This design comes from an exercise in tuning for small area and a short achievable clock period on the open sky130 flow, not from production work. The RTL was checked by simulation tests, not by an equivalence proof against the original design. Power and IR drop assume default switching activity.

== run A ==
==> flow/design.v <==
package soccer_pkg;
    typedef logic [23:0] rgb_t;
    typedef enum logic [1:0] {
        MATCH_KICKOFF = 2'd0,
        MATCH_PLAY    = 2'd1,
        MATCH_GOAL    = 2'd2
    } match_state_t;
    localparam int COORD_W = 12;
    localparam rgb_t SKY_BG     = 24'h070A12;
    localparam rgb_t GRASS_A    = 24'h0A5C1F;
    localparam rgb_t GRASS_B    = 24'h0D6A26;
    localparam rgb_t LINE_WHITE = 24'hF5F7FF;
    localparam rgb_t BALL_WHITE = 24'hF7F7F7;
    localparam rgb_t SCORE_BG   = 24'h0E1016;
    localparam rgb_t SCORE_FG   = 24'hECEFF4;
    localparam int PITCH_MARGIN = 16;
    localparam int BALL_R       = 4;
    localparam int GOAL_HALF    = 12;
    localparam int STRIPE_SHIFT = 3;
    localparam int DIGIT_SCALE  = 2;
    localparam int SB_LEFT      = 8;
    localparam int SB_GAP       = 3;
    localparam int SERVE_SPEED    = 2;
    localparam int KICKOFF_FRAMES = 4;
    localparam int GOAL_FRAMES    = 8;
endpackage
`timescale 1ns/1ps
module soccer_overlay #(
    parameter int H_ACTIVE = 1920,
    parameter int V_ACTIVE = 1080
) (
    input  logic             clk_i,
    input  logic             rst_i,
    input  logic             cen_i,
    input  logic             vid_sel_i,
    input  soccer_pkg::rgb_t vid_rgb_i,
    input  logic [1:0]       vh_blank_i,
    input  logic [2:0]       dvh_sync_i,
    output logic [2:0]       dvh_sync_o,
    output soccer_pkg::rgb_t vid_rgb_o
);
    localparam logic [2:0] C_SKY   = 3'd0;
    localparam logic [2:0] C_GRA   = 3'd1;
    localparam logic [2:0] C_GRB   = 3'd2;
    localparam logic [2:0] C_LINE  = 3'd3;
    localparam logic [2:0] C_BALL  = 3'd4;
    localparam logic [2:0] C_SBG   = 3'd5;
    localparam logic [2:0] C_SFG   = 3'd6;
    logic        de_i;
    logic        de_q;
    logic [10:0] nx_q;
    logic [10:0] py_q;
    logic        tick_q;
    logic        fall_q;
    logic        row0;
    assign de_i = dvh_sync_i[2];
    assign row0 = fall_q ? (py_q == 11'd1079) : (py_q == 11'd0);
    always_ff @(posedge clk_i) begin
        if (rst_i) begin
            de_q   <= 1'b0;
            tick_q <= 1'b0;
            fall_q <= 1'b0;
            nx_q   <= 11'd1;
            py_q <= '0;
        end else begin
            tick_q <= cen_i & de_i & ~de_q & row0;
            fall_q <= cen_i & ~de_i & de_q;
            if (fall_q) begin
                py_q <= (py_q == 11'd1079) ? 11'd0 : py_q + 1'b1;
            end
            if (cen_i) begin
            de_q <= de_i;
            if (!de_i) begin
                nx_q <= 11'd1;
            end else if (nx_q[10:7] != 4'b1111) begin
                nx_q <= nx_q + 1'b1;
            end
            end
        end
    end
    logic [3:0] ph_q;
    logic       odd_q;
    logic [3:0] half_q;
    logic [9:0] bc_q;
    logic [9:0] bc_next;
    logic       goal;
    assign bc_next = odd_q ? bc_q - 1'b1 : bc_q + 1'b1;
    assign goal    = odd_q ? (bc_q == 10'd8) : (bc_q == 10'd946);
    always_ff @(posedge clk_i) begin
        if (rst_i) begin
            ph_q   <= '0;
            odd_q  <= 1'b0;
            half_q <= '0;
            bc_q   <= 10'd477;
        end else if (tick_q) begin
            if (ph_q == 4'd4) begin
                bc_q <= bc_next;
                if (goal) begin
                    ph_q  <= 4'd8;
                    odd_q <= ~odd_q;
                    if (odd_q && half_q != 4'd9) begin
                        half_q <= half_q + 1'b1;
                    end
                end
            end else begin
                ph_q <= ph_q + 1'b1;
                if (ph_q == 4'd3) begin
                    bc_q <= bc_next;
                end
                if (ph_q == 4'd15) begin
                    bc_q <= 10'd477;
                end
            end
        end
    end
    function automatic logic [14:0] glyph(input logic [3:0] d);
        case (d)
            4'd0:    glyph = 15'b111_101_101_101_111;
            4'd1:    glyph = 15'b010_110_010_010_111;
            4'd2:    glyph = 15'b111_001_111_100_111;
            4'd3:    glyph = 15'b111_001_111_001_111;
            4'd4:    glyph = 15'b101_101_111_001_001;
            4'd5:    glyph = 15'b111_100_111_001_111;
            4'd6:    glyph = 15'b111_100_111_101_111;
            4'd7:    glyph = 15'b111_001_001_001_001;
            4'd8:    glyph = 15'b111_101_111_101_111;
            4'd9:    glyph = 15'b111_101_111_001_111;
            default: glyph = 15'b000_000_000_000_000;
        endcase
    endfunction
    logic [10:0] x;
    logic [10:0] y;
    logic        x_lo;
    logic        in_pitch;
    logic        on_line;
    logic        in_board;
    logic        ball_row;
    logic [2:0]  ball_r;
    logic        on_ball;
    logic        dig_a_x;
    logic        dig_b_x;
    logic        dig_y;
    logic [1:0]  gcol;
    logic [2:0]  grow_bits;
    logic        gpix;
    logic [3:0]  digit;
    logic [14:0] gbits;
    logic        lit;
    logic [2:0]  scene;
    always_comb begin
        x = nx_q;
        y = py_q;
        x_lo     = (x[10:6] == 5'd0);
        in_pitch = (x >= 11'd16) && (x <= 11'd1903) && (y >= 11'd16) && (y <= 11'd1063);
        on_line  = (x <= 11'd17) || (x >= 11'd1902) || (y <= 11'd17) || (y >= 11'd1062) ||
                   (x == 11'd959) || (x == 11'd960);
        in_board = x_lo && (x[5:0] >= 6'd8) && (x[5:0] <= 6'd33) &&
                   (y >= 11'd1067) && (y <= 11'd1078);
        ball_row = (y >= 11'd536) && (y <= 11'd544);
        case (y[3:0])
            4'd12:   ball_r = 3'd4;    
            4'd10,
            4'd11,
            4'd13,
            4'd14:   ball_r = 3'd3;
            4'd9,
            4'd15:   ball_r = 3'd2;
            default: ball_r = 3'd0;    
        endcase
        case (ball_r)
            3'd4:    on_ball = (wq_q != 4'd0);
            3'd3:    on_ball = (wq_q >= 4'd2) && (wq_q <= 4'd8);
            3'd2:    on_ball = (wq_q >= 4'd3) && (wq_q <= 4'd7);
            default: on_ball = (wq_q == 4'd5);
        endcase
        on_ball = on_ball && ball_row;
        dig_y   = (y >= 11'd1068) && (y <= 11'd1077);
        dig_a_x = x_lo && (x[5:0] >= 6'd12) && (x[5:0] <= 6'd17);
        dig_b_x = x_lo && (x[5:0] >= 6'd24) && (x[5:0] <= 6'd29);
        gcol    = dig_a_x ? 2'(x[2:1] + 2'd2) : x[2:1];
        digit   = (dig_a_x && odd_q && half_q != 4'd9) ? half_q + 1'b1 : half_q;
        gbits   = glyph(digit);
        case (y[4:1])
            4'd6:    grow_bits = gbits[14:12];
            4'd7:    grow_bits = gbits[11:9];
            4'd8:    grow_bits = gbits[8:6];
            4'd9:    grow_bits = gbits[5:3];
            default: grow_bits = gbits[2:0];
        endcase
        case (gcol)
            2'd0:    gpix = grow_bits[2];
            2'd1:    gpix = grow_bits[1];
            default: gpix = grow_bits[0];
        endcase
        lit     = (dig_a_x || dig_b_x) && dig_y && gpix;
        scene = C_SKY;
        if (in_pitch) begin
            scene = x[3] ? C_GRB : C_GRA;
            if (on_line) begin
                scene = C_LINE;
            end
        end
        if (on_ball) begin
            scene = C_BALL;
        end
        if (in_board) begin
            scene = lit ? C_SFG : C_SBG;
        end
    end
    logic [3:0] wq_q;
    always_ff @(posedge clk_i) begin
        if (rst_i) begin
            wq_q <= '0;
        end else if (cen_i) begin
            if (!de_i) begin
                wq_q <= '0;
            end else if (wq_q != 4'd0) begin
                wq_q <= (wq_q == 4'd9) ? 4'd0 : wq_q + 1'b1;
            end else if (nx_q == {bc_q, 1'b1}) begin
                wq_q <= 4'd1;
            end
        end
    end
    logic [2:0] code_q;
    always_ff @(posedge clk_i) begin
        if (rst_i) begin
            code_q <= C_SKY;
        end else if (cen_i) begin
            code_q <= de_i ? scene : C_SKY;
        end
    end
    soccer_pkg::rgb_t colour;
    always_comb begin
        case (code_q)
            C_GRA:   colour = soccer_pkg::GRASS_A;
            C_GRB:   colour = soccer_pkg::GRASS_B;
            C_LINE:  colour = soccer_pkg::LINE_WHITE;
            C_BALL:  colour = soccer_pkg::BALL_WHITE;
            C_SBG:   colour = soccer_pkg::SCORE_BG;
            C_SFG:   colour = soccer_pkg::SCORE_FG;
            default: colour = soccer_pkg::SKY_BG;
        endcase
    end
    always_ff @(posedge clk_i) begin
        if (rst_i) begin
            vid_rgb_o  <= soccer_pkg::SKY_BG;
            dvh_sync_o <= 3'b000;
        end else if (cen_i) begin
            vid_rgb_o  <= (vid_sel_i && de_i) ? colour : vid_rgb_i;
            dvh_sync_o <= dvh_sync_i;
        end
    end
endmodule
clock: 13.0 ns
lec_check: 0
cap_margin: 20
core_margin: 2
core_utilization: 65
cts_buf_list: sky130_fd_sc_hd__clkbuf_8
slew_margin: 20
standard.sh (not shown) runs the stock make flow with config.mk's settings and CLKGATE_MAP_FILE= SYNTH_SCRIPT=/design/flow/synth_recipe.tcl, a recipe that flattens the netlist after the stock synthesis.
==> flow/flow/run.sh <==
#!/bin/bash
# The standard synthesis and layout, with three changes to how the layout
# is made: after the floorplan, OpenROAD's restructure re-maps the
# combinational logic for area (registers untouched); the ports get plain
# buffers instead of delay cells; and timing repair aims for 9.3 ns of
# setup slack. Each tool's output goes to a log file here.
set -euo pipefail
export BUFFER_PORTS_ARGS="-buffer_cell sky130_fd_sc_hd__buf_2"
export SETUP_SLACK_MARGIN=9.3
bash standard.sh synth > synth.log 2>&1
bash standard.sh floorplan > floorplan.log 2>&1
openroad -no_init -exit flow/restructure.tcl > restructure.log 2>&1
bash standard.sh > layout.log 2>&1
==> flow/flow/restructure.tcl <==
# Re-map the floorplan's combinational logic for timing with OpenROAD's
# restructure (ABC), then write the floorplan back for placement.
set res orfs/results/sky130hd/soccer_overlay/base
set lib $::env(FLOW_HOME)/platforms/sky130hd/lib/sky130_fd_sc_hd__tt_025C_1v80.lib
read_liberty $lib
read_db $res/2_floorplan.odb
read_sdc $res/2_floorplan.sdc
source $::env(FLOW_HOME)/platforms/sky130hd/setRC.tcl
set_dont_use [list sky130_fd_sc_hd__probe_p_8 sky130_fd_sc_hd__probec_p_8 sky130_fd_sc_hd__lpflow_*]
report_design_area
file mkdir rmp
restructure -target timing -liberty_file $lib \
  -tielo_port sky130_fd_sc_hd__conb_1/LO -tiehi_port sky130_fd_sc_hd__conb_1/HI \
  -work_dir rmp -abc_logfile rmp/abc.log
report_design_area
write_db $res/2_floorplan.odb
Run A | status: complete | timing, DRC, antenna: pass
### run A -> run B
diff --git a/flow/flow/restructure.tcl b/flow/flow/restructure.tcl
--- a/flow/flow/restructure.tcl
+++ b/flow/flow/restructure.tcl
@@ -1 +1 @@
-# Re-map the floorplan's combinational logic for timing with OpenROAD's
+# Re-map the floorplan's combinational logic for area with OpenROAD's
@@ -12 +12 @@
-restructure -target timing -liberty_file $lib \
+restructure -target area -liberty_file $lib \
### Flow results
- Looking at the reports, run B completed the entire flow and the layout it produced met the timing, DRC and antenna checks.
- Power dissipated by switching net loads on run B is ahead of run A.
- Count of clock-buffer cells in the layout in run B is 1 higher than in run A
- Master of the slowest instance on the critical path = buf_8: run A; master of the slowest instance on the critical path = nor3_2: run B
- Diff run B and run A: number of vias per cell lower in run A
- Compared with run A, run B shows a higher share of the clock period used by the worst path.
#### Input delta (run C over run B)
diff --git a/flow/flow/run.sh b/flow/flow/run.sh
--- a/flow/flow/run.sh
+++ b/flow/flow/run.sh
@@ -5 +5 @@
-# buffers instead of delay cells; and timing repair aims for 9.3 ns of
+# buffers instead of delay cells; and timing repair aims for 9.8 ns of
@@ -9 +9 @@
-export SETUP_SLACK_MARGIN=9.3
+export SETUP_SLACK_MARGIN=9.8
@@ -11,0 +12,2 @@
+python3 flow/libfilter.py $FLOW_HOME/platforms/sky130hd/lib/sky130_fd_sc_hd__tt_025C_1v80.lib \
+  rmp_cells.lib 'sky130_fd_sc_hd__lpflow_*' 'sky130_fd_sc_hd__probe*' > libfilter.log 2>&1
==> flow/flow/libfilter.py (new file) <==
#!/usr/bin/env python3
"""Copy a liberty file without the cells whose names match the given patterns
(the platform's don't-use cells), so that restructure's ABC cannot pick them."""
import fnmatch
import re
import sys

src, dst, pats = sys.argv[1], sys.argv[2], sys.argv[3:]
text = open(src).read()
out = []
pos = 0
for m in re.finditer(r'\n\s*cell\s*\(\s*"?([\w]+)"?\s*\)\s*\{', text):
    if m.start() < pos:
        continue
    name = m.group(1)
    if not any(fnmatch.fnmatch(name, p) for p in pats):
        continue
    # find the matching closing brace of this cell group
    depth = 0
    i = m.end() - 1
    while True:
        c = text[i]
        if c == '{':
            depth += 1
        elif c == '}':
            depth -= 1
            if depth == 0:
                break
        i += 1
    out.append(text[pos:m.start()])
    pos = i + 1
out.append(text[pos:])
open(dst, 'w').write(''.join(out))
==> flow/flow/restructure.tcl <==
# Re-map the floorplan's combinational logic for area with OpenROAD's
# restructure (ABC), then write the floorplan back for placement. ABC maps
# to rmp_cells.lib, the platform library without its don't-use cells.
set res orfs/results/sky130hd/soccer_overlay/base
read_liberty $::env(FLOW_HOME)/platforms/sky130hd/lib/sky130_fd_sc_hd__tt_025C_1v80.lib
read_db $res/2_floorplan.odb
read_sdc $res/2_floorplan.sdc
source $::env(FLOW_HOME)/platforms/sky130hd/setRC.tcl
report_design_area
file mkdir rmp
restructure -target area -liberty_file rmp_cells.lib \
  -tielo_port sky130_fd_sc_hd__conb_1/LO -tiehi_port sky130_fd_sc_hd__conb_1/HI \
  -work_dir rmp -abc_logfile rmp/abc.log
report_design_area
write_db $res/2_floorplan.odb
Results
Re biggest fanout along the worst timing path: run C is 1 down on run B. Looking at required time of the critical path, run C sits above run B. Run C vs run B, power went up by 3.4%.

-- re-timing with driven ports --
How much do the figures lean on ideal ports? The routed layouts below were timed once more, with nothing changed but the port constraints.
Step 1 assumes that a clkbuf_16 drives the clock port and a buf_2 every other input.
Step 2 moves the port delays by t, midway between the first and last clock arrival at a register: inputs arrive t later, outputs are due t later. That takes back most of the time a late clock gives input paths.
Slacks: ideal ports / drivers / drivers and shift; pairs: ideal ports / drivers.
| run | t, ns | setup WS [ns] | clock arrival spread, ns | cell pins on the clock port's net |
|---|---|---|---|---|
| run A | 0.384 | 9.408 / 9.392 / 9.008 | 0.014 / 0.015 | 1 |
| run B | 0.380 | 9.273 / 9.254 / 8.874 | 0.011 / 0.012 | 1 |
| run C | 0.389 | 9.373 / 9.260 / 8.872 | 0.015 / 0.015 | 1 |
After both steps every run listed still meets setup and hold. For run C, which loses most, drivers alone change the setup slack by -0.113 ns; drivers and shift together by -0.501 ns.
